This design comes from an exercise in tuning for small area, a short achievable clock period and few clock cycles per item on the open sky130 flow, not from production work. Where RTL was checked, it was by simulation tests only, not by an equivalence proof against the original. Power is estimated from default activity; no workload was simulated.

== run Y ==
==> flow/design.v (excerpt) <==
module record_batch_validator
(
  input  logic               clk,
  input  logic               rst,
  input  logic               in_valid,
  output logic               in_ready,
  input  logic [7:0]         data_byte,
  input  logic               end_of_span,
  input  logic               cfg_write,
  input  logic               cfg_data,
  output logic               out_valid,
  input  logic               out_ready,
  output logic               kind,
  output logic [7:0]         payload_byte,
  output logic [2:0]         status,
  output logic signed [63:0] batch_base,
  output logic [15:0]        attributes,
  output logic signed [63:0] writer_id,
  output logic signed [15:0] writer_epoch,
  output logic signed [31:0] first_seq,
  output logic signed [31:0] rec_count,
  output logic [31:0]        batch_size,
  output logic signed [63:0] final_offset,
  output logic               is_last
);
For scale: about 470 flip-flops, about 350 I/O pins, ~20000 µm² of cells after synthesis.
clock: 7.0 ns
lec_check: 0
abc_clock_period_in_ps: 2800
cap_margin: 20
core_margin: 2
core_utilization: 60
cts_cluster_diameter: 50
cts_cluster_size: 30
place_density: 0.75
setup_slack_margin: 4.0
slew_margin: 20
standard.sh (not shown) runs the stock make flow with config.mk's settings and CLKGATE_MAP_FILE= SYNTH_SCRIPT=/design/flow/synth_recipe.tcl, a recipe that flattens the netlist after the stock synthesis.
==> flow/flow/run.sh <==
#!/bin/bash
# Standard layout, except that the port buffers are the small sky130 buffer
# instead of the delay buffer buffer_ports picks by default.
set -uo pipefail
bash standard.sh synth > synth.log 2>&1 || exit 1
export BUFFER_PORTS_ARGS="-buffer_cell sky130_fd_sc_hd__buf_1"
bash standard.sh > layout.log 2>&1
--- input diff run Y..run F ---
- CTS_CLUSTER_DIAMETER removed (was 50)
- CTS_CLUSTER_SIZE removed (was 30)
[summary]
Critical path capture point: bb_n[41] -> run F, hcrc_n[29] -> run Y. [compare] base=run Y new=run F: global-route usage now sits at about the same level; area of combinational cells with multiple inputs saw little to no change; count of placed standard cells in the final layout, fillers left out increased by about 0.6% relative to the old numbers; final period utilization increased by 0.70 points relative to the old numbers.
Function was not checked in any run of this note: the RTL went through the layout flow alone.


record_batch_validator, a different RTL version from the one above (not shown whole).
Size in the first run: about 1600 cells after synthesis, ~350 I/O pins.
export LEC_CHECK = 0
export ABC_CLOCK_PERIOD_IN_PS = 2800
export CAP_MARGIN = 20
export CORE_MARGIN = 2
export CORE_UTILIZATION = 60
export CTS_CLUSTER_DIAMETER = 50
export CTS_CLUSTER_SIZE = 20
export PLACE_DENSITY = 0.75
export SETUP_SLACK_MARGIN = 4.1
export SLEW_MARGIN = 20
create_clock -name core_clock -period 7.0 [get_ports {clk}]
Scripts as last shown in full above: flow/flow/run.sh
Testbench counts at the start, summed over its fixed seeds: cycles 30,292, bytes 30,182.
Next try:
Settings changed: CTS_BUF_LIST from default to sky130_fd_sc_hd__clkbuf_8, CTS_CLUSTER_SIZE 20 to 16.
What happened: The changed run went through all stages and came out clean; design area falls by 0.97%; global-route usage falls by 0.29 points; setup slack stays flat; cell count hardly moves; non-clock buffer count rises by 2; sequential share of layout area rises by 0.60 points; clock power falls by 23%.


== v43 ==
Starting RTL as in the previous note.
clock: 7.0 ns
lec_check: 0
abc_clock_period_in_ps: 2800
cap_margin: 20
core_margin: 2
core_utilization: 60
cts_cluster_diameter: 60
cts_cluster_size: 24
place_density: 0.65
setup_slack_margin: 4.1
slew_margin: 20
Scripts as last shown in full above: flow/flow/run.sh
Testbench counts of v43, summed over its fixed seeds: cycles 30,292, bytes 30,182.
diff inputs: v43 => v53
- changing SETUP_SLACK_MARGIN from 4.1 to 4.15
- changing PLACE_DENSITY from 0.65 to 0.75
### Flow results
- v53 gives less cell depth of the worst flop-to-flop path than v43 did.
- There was hardly any difference in combined flip-flop and latch cell area between v43 and v53.
- v43 → v53: remaining number of nets flagged by the antenna check after routing ~0 delta; worst clock skew on the final layout -0.012 ns; count of non-filler cells in the finished layout +24.
- Summary of v53 over v43: fmax shrank by 1.4%, power grew by 1.4%, post-place instance area held steady, final worst setup slack shrank by 0.041 ns.
--- input diff v53..v55 ---
- changing SETUP_SLACK_MARGIN from 4.15 to 4.0
## What came out
Diff v53 -> v55 | register fraction of the total cell area | increase of 1.9 points
v55: actual slew at the worst max-slew pin 0.24 ns above v53
Cell-internal power, v53 and v55: lower on v55
Endpoint of the most critical setup path: rec_count[12] -> v55, batch_base[32] -> v53
The run with more routed wire is v53, not v55.
Taking v53 as the reference, in v55 total via count in the routed design dropped 1.6%, post-layout net count dropped 1.1%.
v53 → v55: number of non-filler instances in the completed layout shrank by about 0.9%, global-route usage over all layers shrank by 1.0 points.


record_batch_validator again, from the RTL that the note above started with.
==> flow/config.mk <==
export PLATFORM = sky130hd
export DESIGN_NAME = record_batch_validator
export DESIGN_NICKNAME = record_batch_validator
export VERILOG_FILES = /design/flow/design.v
export SDC_FILE = /design/flow/constraint.sdc
export NUM_CORES = 4
export LEC_CHECK = 0
export ABC_CLOCK_PERIOD_IN_PS = 3400
export CAP_MARGIN = 20
export CORE_MARGIN = 2
export CORE_UTILIZATION = 60
export CTS_CLUSTER_DIAMETER = 60
export CTS_CLUSTER_SIZE = 24
export PLACE_DENSITY = 0.75
export SETUP_SLACK_MARGIN = 4.1
export SLEW_MARGIN = 20
==> flow/constraint.sdc <==
create_clock -name core_clock -period 7.0 [get_ports {clk}]
set_input_delay 1.4000 -clock core_clock [delete_from_list [all_inputs] [get_ports {clk}]]
set_output_delay 1.4000 -clock core_clock [all_outputs]
set_load 0.01 [all_outputs]
Scripts as last shown in full above: flow/flow/run.sh
Testbench counts at the start, summed over its fixed seeds: cycles 30,292, bytes 30,182.
Then changed:
ABC_CLOCK_PERIOD_IN_PS = 2800   (was 3400)
Effect: Clock skew does not change; worst hold slack stays the same; worst setup slack is unchanged; power does not change; area after synthesis does not change.
Then changed:
CORE_UTILIZATION = 65   (was 60)
PLACE_DENSITY = 0.8   (was 0.75)
=> The new run went through all stages and came out clean; non-clock buffer count climbs by 11; final area hardly moves; synthesized area stays the same; total power fell by about 2.5%; via count rises by 2.1%; fmax went down by 1.6%; worst setup slack loses 47 ps; synthesized cell count is unchanged; cell count fell by 1.8%; routed wire length came out higher by 3.8%; core utilization went up by 5.1 points.

==> re-timing with driven ports <==
No port has a modelled driver above. Below, the same layouts with a new extraction and two added sets of constraints. Step 1 assumes that a clkbuf_16 drives the clock port and a buf_2 every other input. Step 2 times the ports against the registers' clock, not the clock port: input delays grow and output delays shrink by t, the midpoint of the rising clock arrivals with the driver on. Three values: no drivers, after step 1, after step 2; two values: the first two.
| run | t, ns | slack for setup (ns) | latest minus earliest clock arrival (ns) | worst data-port slew with drivers (ns) |
|---|---|---|---|---|
| run Y | 0.601 | 3.977 / 3.972 / 3.371 | 0.022 / 0.022 | 0.06 |
| run F | 0.602 | 3.928 / 3.910 / 3.308 | 0.026 / 0.026 | 0.07 |
| the first run of note 2 | 0.595 | 4.097 / 4.042 / 3.660 | 0.015 / 0.016 | 0.04 |
| the second run of note 2 | 0.621 | 4.095 / 4.046 / 3.589 | 0.025 / 0.025 | 0.04 |
| v43 | 0.583 | 4.112 / 4.056 / 3.589 | 0.025 / 0.025 | 0.05 |
| v53 | 0.583 | 4.071 / 4.018 / 3.619 | 0.015 / 0.015 | 0.04 |
| v55 | 0.578 | 4.058 / 4.002 / 3.582 | 0.022 / 0.022 | 0.04 |
| the first run of note 4 | 0.585 | 4.132 / 4.074 / 3.647 | 0.017 / 0.017 | 0.04 |
| the second run of note 4 | 0.585 | 4.132 / 4.074 / 3.647 | 0.017 / 0.017 | 0.04 |
| the third run of note 4 | 0.631 | 4.084 / 4.032 / 3.563 | 0.020 / 0.020 | 0.04 |
After both steps every run listed still meets setup and hold. For run F, which loses most, drivers alone change the setup slack by -0.018 ns; drivers and shift together by -0.620 ns.
